Context: an optimization exercise on an open-source flow, tuned for small area, a short achievable clock period and few clock cycles per item. The choices shown serve that exercise and are no tape-out recipe. At most, simulation tests tie the RTL to the original design; equivalence was not proved. No activity file was given, so power comes from the tool's default toggle rates.

## 04-01
==> flow/design.v (excerpt) <==
module fp_mul_pipe
#(
  parameter int EXP_W = 8,
  parameter int MAN_W = 23,
  localparam int W = 1 + EXP_W + MAN_W
) (
  input  logic         clk,
  input  logic         reset,
  input  logic         in_valid,
  output logic         in_ready,
  input  logic         rnd_mode,
  input  logic [W-1:0] a,
  input  logic [W-1:0] b,
  output logic         out_valid,
  input  logic         out_ready,
  output logic [W-1:0] c,
  output logic         ovf,
  output logic         unf,
  output logic         inv
);
==> flow/config.mk <==
export PLATFORM = sky130hd
export DESIGN_NAME = fp_mul_pipe
export DESIGN_NICKNAME = fp_mul_pipe
export VERILOG_FILES = /design/flow/design.v
export SDC_FILE = /design/flow/constraint.sdc
export NUM_CORES = 4
export LEC_CHECK = 0
export ABC_AREA = 1
export CAP_MARGIN = 20
export CORE_MARGIN = 2
export CORE_UTILIZATION = 40
export CTS_BUF_LIST = sky130_fd_sc_hd__clkbuf_8 sky130_fd_sc_hd__clkbuf_16
export SETUP_SLACK_MARGIN = 4.6
export SLEW_MARGIN = 20
export SYNTH_HIERARCHICAL = 1
export SYNTH_MINIMUM_KEEP_SIZE = 0
==> flow/constraint.sdc <==
create_clock -name core_clock -period 8.5 [get_ports {clk}]
set_input_delay 1.7000 -clock core_clock [delete_from_list [all_inputs] [get_ports {clk}]]
set_output_delay 1.7000 -clock core_clock [all_outputs]
set_load 0.01 [all_outputs]
standard.sh (not shown) runs the stock make flow with config.mk's settings and CLKGATE_MAP_FILE= SYNTH_SCRIPT=/design/flow/synth_recipe.tcl, a recipe that flattens the netlist after the stock synthesis.
==> flow/flow/run.sh <==
#!/bin/bash
# Layout flow: the standard ORFS flow (standard.sh, unchanged synthesis),
# with port buffers of a plain small buffer cell instead of the default
# choice, and timing repair allowed to change cell footprints.
set -euo pipefail
bash standard.sh \
  MATCH_CELL_FOOTPRINT=0 \
  BUFFER_PORTS_ARGS="-buffer_cell sky130_fd_sc_hd__buf_2" \
  finish > standard.log 2>&1
Setup changes, 04-01 to 05-18
--- a/flow/design.v
+++ b/flow/design.v
@@ -71,13 +71,13 @@
   logic bt9n;
   logic bo10n;
   logic bt10n;
   logic bo11n;
   logic bt11n;
   assign en       = !vld2 | out_ready;
-  assign in_ready = out_ready;
+  assign in_ready = en;
   assign out_valid = vld2;
   always_ff @(posedge clk) begin
     if (reset) begin
       vld1 <= 1'b0;
       vld2 <= 1'b0;
       vld3 <= 1'b0;
@@ -1918,13 +1918,13 @@
   logic st_d, st0;
   assign st_d = ~((1'b1 & ~(|b[21:0])) | (~(|a[0:0]) & ~(|b[20:0])) | (~(|a[1:0]) & ~(|b[19:0])) | (~(|a[2:0]) & ~(|b[18:0])) | (~(|a[3:0]) & ~(|b[17:0])) | (~(|a[4:0]) & ~(|b[16:0])) | (~(|a[5:0]) & ~(|b[15:0])) | (~(|a[6:0]) & ~(|b[14:0])) | (~(|a[7:0]) & ~(|b[13:0])) | (~(|a[8:0]) & ~(|b[12:0])) | (~(|a[9:0]) & ~(|b[11:0])) | (~(|a[10:0]) & ~(|b[10:0])) | (~(|a[11:0]) & ~(|b[9:0])) | (~(|a[12:0]) & ~(|b[8:0])) | (~(|a[13:0]) & ~(|b[7:0])) | (~(|a[14:0]) & ~(|b[6:0])) | (~(|a[15:0]) & ~(|b[5:0])) | (~(|a[16:0]) & ~(|b[4:0])) | (~(|a[17:0]) & ~(|b[3:0])) | (~(|a[18:0]) & ~(|b[2:0])) | (~(|a[19:0]) & ~(|b[1:0])) | (~(|a[20:0]) & ~(|b[0:0])) | (~(|a[21:0]) & 1'b1));
   logic [9:0] eb_s;
   assign eb_s = {2'b00, a[30:23]} + {2'b00, b[30:23]} - 10'd127;
   always_ff @(posedge clk) begin
     if (reset) vld0 <= 1'b0;
-    else if (en) vld0 <= in_valid & in_ready;
+    else if (en) vld0 <= in_valid;
   end
   always_ff @(posedge clk) if (en) begin
     amn <= ~a[22:0]; bm <= b[22:0];
     s0 <= a[31] ^ b[31]; m0 <= rnd_mode;
     inv0 <= (&a[30:23]) | (&b[30:23]);
     zero0 <= ~(|a[30:23]) | ~(|b[30:23]);
==> comparison <==
Compared with 04-01, 05-18 shows a lower fmax.
Going from 04-01 to 05-18, the non-clock buffer count was found to have gone down by 0.45%.
Overall routed net length essentially unchanged between 05-18 and 04-01.
Run comparison: 04-01 classification of the worst setup path reg2reg; 05-18 classification of the worst setup path in2out
05-18 | stages: all done | timing, DRC, antenna: all pass
Delta (05-18 minus 04-01): hold slack went down by 0.013 ns, critical path depth went down by 4.
Testbench counts of 05-18, summed over its fixed seeds: cycles 16,024, items 16,000.
The RTL of 04-01 was laid out without a check of its function.

* * *

== the reference run ==
fp_mul_pipe with an RTL version that a note above also has.
For scale: ~2000 cells after synthesis, roughly 190 flip-flops, about 110 I/O pins, ~21000 µm² of cells after synthesis.
==> flow/config.mk <==
export PLATFORM = sky130hd
export DESIGN_NAME = fp_mul_pipe
export DESIGN_NICKNAME = fp_mul_pipe
export VERILOG_FILES = /design/flow/design.v
export SDC_FILE = /design/flow/constraint.sdc
export NUM_CORES = 4
export LEC_CHECK = 0
export ABC_AREA = 1
export CAP_MARGIN = 20
export CORE_MARGIN = 2
export CORE_UTILIZATION = 40
export CTS_BUF_LIST = sky130_fd_sc_hd__clkbuf_8 sky130_fd_sc_hd__clkbuf_16
export SETUP_SLACK_MARGIN = 4.8
export SLEW_MARGIN = 20
export SYNTH_HIERARCHICAL = 1
export SYNTH_MINIMUM_KEEP_SIZE = 0
==> flow/constraint.sdc <==
create_clock -name core_clock -period 8.5 [get_ports {clk}]
set_input_delay 1.7000 -clock core_clock [delete_from_list [all_inputs] [get_ports {clk}]]
set_output_delay 1.7000 -clock core_clock [all_outputs]
set_load 0.01 [all_outputs]
Scripts as last shown in full above: flow/flow/run.sh
Having completed the whole flow, the reference run delivered a layout that passed the timing, design-rule and antenna checks.
Testbench counts of the reference run, summed over its fixed seeds: cycles 16,024, items 16,000.
What the trial run does differently from the reference run at the input level:
diff --git a/flow/design.v b/flow/design.v
--- a/flow/design.v
+++ b/flow/design.v
@@ -67,21 +67,21 @@
   logic bt7n;
   logic bo8n;
   logic bt8n;
   logic bo9n;
   logic bt9n;
   logic bo10n;
   logic bt10n;
   logic bo11n;
   logic bt11n;
   assign en       = !vld2 | out_ready;
-  assign in_ready = en;
+  assign in_ready = out_ready;
   assign out_valid = vld2;
   always_ff @(posedge clk) begin
     if (reset) begin
       vld1 <= 1'b0;
       vld2 <= 1'b0;
       vld3 <= 1'b0;
     end else if (en) begin
       vld1 <= vld0;
       vld2 <= vld1;
       vld3 <= vld2;
@@ -1914,21 +1914,21 @@
   assign pg997 = pg981 | (pq982 & pg973);
   assign pq998 = pq982 & pq974;
   assign lo_c999 = pg997;
   assign lo_st1000 = (cp906 ^ 1'b0) | (pp2 ^ (bn0 | pp1)) | (cp908 ^ pp2) | (cp910 ^ (hs813 | pp27)) | (cp912 ^ (hc814 | hs815)) | (cp914 ^ (hc816 | fs817)) | (cp916 ^ (fc818 | fs819)) | (cp918 ^ (fc820 | fs821)) | (cp920 ^ (fc822 | fs823)) | (cp922 ^ (fc824 | fs825)) | (cp924 ^ (fc826 | fs827)) | (cp926 ^ (fc828 | fs829)) | (cp928 ^ (fc830 | fs831)) | (cp930 ^ (fc832 | fs833)) | (cp932 ^ (fc834 | fs835)) | (cp934 ^ (fc836 | fs837));
   logic st_d, st0;
   assign st_d = ~((1'b1 & ~(|b[21:0])) | (~(|a[0:0]) & ~(|b[20:0])) | (~(|a[1:0]) & ~(|b[19:0])) | (~(|a[2:0]) & ~(|b[18:0])) | (~(|a[3:0]) & ~(|b[17:0])) | (~(|a[4:0]) & ~(|b[16:0])) | (~(|a[5:0]) & ~(|b[15:0])) | (~(|a[6:0]) & ~(|b[14:0])) | (~(|a[7:0]) & ~(|b[13:0])) | (~(|a[8:0]) & ~(|b[12:0])) | (~(|a[9:0]) & ~(|b[11:0])) | (~(|a[10:0]) & ~(|b[10:0])) | (~(|a[11:0]) & ~(|b[9:0])) | (~(|a[12:0]) & ~(|b[8:0])) | (~(|a[13:0]) & ~(|b[7:0])) | (~(|a[14:0]) & ~(|b[6:0])) | (~(|a[15:0]) & ~(|b[5:0])) | (~(|a[16:0]) & ~(|b[4:0])) | (~(|a[17:0]) & ~(|b[3:0])) | (~(|a[18:0]) & ~(|b[2:0])) | (~(|a[19:0]) & ~(|b[1:0])) | (~(|a[20:0]) & ~(|b[0:0])) | (~(|a[21:0]) & 1'b1));
   logic [9:0] eb_s;
   assign eb_s = {2'b00, a[30:23]} + {2'b00, b[30:23]} - 10'd127;
   always_ff @(posedge clk) begin
     if (reset) vld0 <= 1'b0;
-    else if (en) vld0 <= in_valid;
+    else if (en) vld0 <= in_valid & in_ready;
   end
   always_ff @(posedge clk) if (en) begin
     amn <= ~a[22:0]; bm <= b[22:0];
     s0 <= a[31] ^ b[31]; m0 <= rnd_mode;
     inv0 <= (&a[30:23]) | (&b[30:23]);
     zero0 <= ~(|a[30:23]) | ~(|b[30:23]);
     e0 <= eb_s;
     st0 <= st_d;
     bo0n <= ~bo0_d;
     bt0n <= ~bt0_d;
Notes after the runs:
Compared with the reference run, total power divided by cell area in the trial run decreased by a few percent. The reference run and the trial run ended up with roughly the same worst hold margin. The trial run ended with less combinational power than the reference run. Power in sequential cells delta (the reference run -> the trial run): insignificant. The non-clock buffer count of the trial run falls short of that of the reference run by 9.3%. The trial run against the reference run: share of synthesized area spent on multiplexers flat, detail-routed net length per standard cell went down 0.41 µm, part of the Yosys area used for sequential elements moved down.
Only the layout flow was run in the trial run; the RTL was not checked for function there.

* * *

fp_mul_pipe with an RTL version that a note above also has.
Size: roughly 2000 cells after synthesis, roughly 110 I/O pins, roughly 0.021 mm² of cells after synthesis.
Settings: LEC_CHECK=0, ABC_AREA=1, CAP_MARGIN=20, CORE_MARGIN=2, CORE_UTILIZATION=40, CTS_BUF_LIST=sky130_fd_sc_hd__clkbuf_8 sky130_fd_sc_hd__clkbuf_16, SETUP_SLACK_MARGIN=4.6, SLEW_MARGIN=20, SYNTH_HIERARCHICAL=1, SYNTH_MINIMUM_KEEP_SIZE=0; clock period 8.5 ns.
==> flow/flow/run.sh <==
#!/bin/bash
# Layout flow: the standard ORFS flow (standard.sh, unchanged synthesis),
# with port buffers of a plain small buffer cell instead of the default
# choice, and timing repair allowed to change cell footprints.
set -euo pipefail
bash standard.sh \
  MATCH_CELL_FOOTPRINT=0 \
  REMOVE_ABC_BUFFERS=1 \
  BUFFER_PORTS_ARGS="-buffer_cell sky130_fd_sc_hd__buf_2" \
  finish > standard.log 2>&1
Change:
--- a/flow/design.v
+++ b/flow/design.v
@@ -69,17 +69,17 @@
   logic bt8n;
   logic bo9n;
   logic bt9n;
   logic bo10n;
   logic bt10n;
   logic bo11n;
   logic bt11n;
   assign en       = !vld2 | out_ready;
-  assign in_ready = out_ready;
+  assign in_ready = en;
   assign out_valid = vld2;
   always_ff @(posedge clk) begin
     if (reset) begin
       vld1 <= 1'b0;
       vld2 <= 1'b0;
       vld3 <= 1'b0;
     end else if (en) begin
       vld1 <= vld0;
@@ -1916,17 +1916,17 @@
   assign lo_c999 = pg997;
   assign lo_st1000 = (cp906 ^ 1'b0) | (pp2 ^ (bn0 | pp1)) | (cp908 ^ pp2) | (cp910 ^ (hs813 | pp27)) | (cp912 ^ (hc814 | hs815)) | (cp914 ^ (hc816 | fs817)) | (cp916 ^ (fc818 | fs819)) | (cp918 ^ (fc820 | fs821)) | (cp920 ^ (fc822 | fs823)) | (cp922 ^ (fc824 | fs825)) | (cp924 ^ (fc826 | fs827)) | (cp926 ^ (fc828 | fs829)) | (cp928 ^ (fc830 | fs831)) | (cp930 ^ (fc832 | fs833)) | (cp932 ^ (fc834 | fs835)) | (cp934 ^ (fc836 | fs837));
   logic st_d, st0;
   assign st_d = ~((1'b1 & ~(|b[21:0])) | (~(|a[0:0]) & ~(|b[20:0])) | (~(|a[1:0]) & ~(|b[19:0])) | (~(|a[2:0]) & ~(|b[18:0])) | (~(|a[3:0]) & ~(|b[17:0])) | (~(|a[4:0]) & ~(|b[16:0])) | (~(|a[5:0]) & ~(|b[15:0])) | (~(|a[6:0]) & ~(|b[14:0])) | (~(|a[7:0]) & ~(|b[13:0])) | (~(|a[8:0]) & ~(|b[12:0])) | (~(|a[9:0]) & ~(|b[11:0])) | (~(|a[10:0]) & ~(|b[10:0])) | (~(|a[11:0]) & ~(|b[9:0])) | (~(|a[12:0]) & ~(|b[8:0])) | (~(|a[13:0]) & ~(|b[7:0])) | (~(|a[14:0]) & ~(|b[6:0])) | (~(|a[15:0]) & ~(|b[5:0])) | (~(|a[16:0]) & ~(|b[4:0])) | (~(|a[17:0]) & ~(|b[3:0])) | (~(|a[18:0]) & ~(|b[2:0])) | (~(|a[19:0]) & ~(|b[1:0])) | (~(|a[20:0]) & ~(|b[0:0])) | (~(|a[21:0]) & 1'b1));
   logic [9:0] eb_s;
   assign eb_s = {2'b00, a[30:23]} + {2'b00, b[30:23]} - 10'd127;
   always_ff @(posedge clk) begin
     if (reset) vld0 <= 1'b0;
-    else if (en) vld0 <= in_valid & in_ready;
+    else if (en) vld0 <= in_valid;
   end
   always_ff @(posedge clk) if (en) begin
     amn <= ~a[22:0]; bm <= b[22:0];
     s0 <= a[31] ^ b[31]; m0 <= rnd_mode;
     inv0 <= (&a[30:23]) | (&b[30:23]);
     zero0 <= ~(|a[30:23]) | ~(|b[30:23]);
     e0 <= eb_s;
     st0 <= st_d;
Clock power came out lower by about 9%.
Via count came out lower by about 2.1%.
Routed wire length came out lower by 1.6%.
Final cell count came out lower by 0.60%.
Worst hold slack is about the same.
Setup slack got worse by 0.071 ns.
Register-to-register slack improved by 0.04 ns.
Sequential power stays flat.
Area after synthesis came out lower by 0.76%.
Cell area came out lower by 1.9%.
Power came out lower by about 0.35%.
Testbench counts after the change, summed over its fixed seeds: cycles 16,024, items 16,000.
Only the layout flow was run in the first run of this note; the RTL was not checked for function there.

-- port drivers added, routing unchanged --
The results above use ideal ports. As a check the final layouts listed here were re-extracted and re-timed, cells and wires unchanged. Step 1 sets driving cells, clkbuf_16 on the clock port and buf_2 on the other inputs (assumed; they add their load-dependent delay and slew). Step 2 adds t to the input delays and takes it off the output delays; t is the mean of the earliest and latest rising clock arrival at the registers after step 1. Input paths then give back, and output paths get back, about the clock's delay inside the block. Three values: ideal ports, drivers, drivers and shift; two values: the first two.
| run | t (ns) | slack for setup (ns) | worst setup path after step 2 | worst register clock-pin slew, ns | pins driven straight from the clock port |
|---|---|---|---|---|---|
| 04-01 | 0.540 | 4.682 / 4.682 / 4.682 | register to register | 0.09 / 0.09 | 1 |
| 05-18 | 0.542 | 4.610 / 4.577 / 4.463 | input to register | 0.09 / 0.09 | 1 |
| the reference run | 0.530 | 4.493 / 4.462 / 4.462 | input to output | 0.10 / 0.10 | 1 |
| the trial run | 0.547 | 4.732 / 4.732 / 4.732 | register to register | 0.09 / 0.09 | 1 |
| the first run of note 3 | 0.544 | 4.644 / 4.644 / 4.644 | register to register | 0.09 / 0.09 | 1 |
| the second run of note 3 | 0.534 | 4.573 / 4.542 / 4.366 | input to register | 0.09 / 0.09 | 1 |
After both steps setup and hold are still met in every run listed. The setup slack of the second run of note 3, which loses most, moves by -0.031 ns with the drivers and by -0.207 ns with both steps.
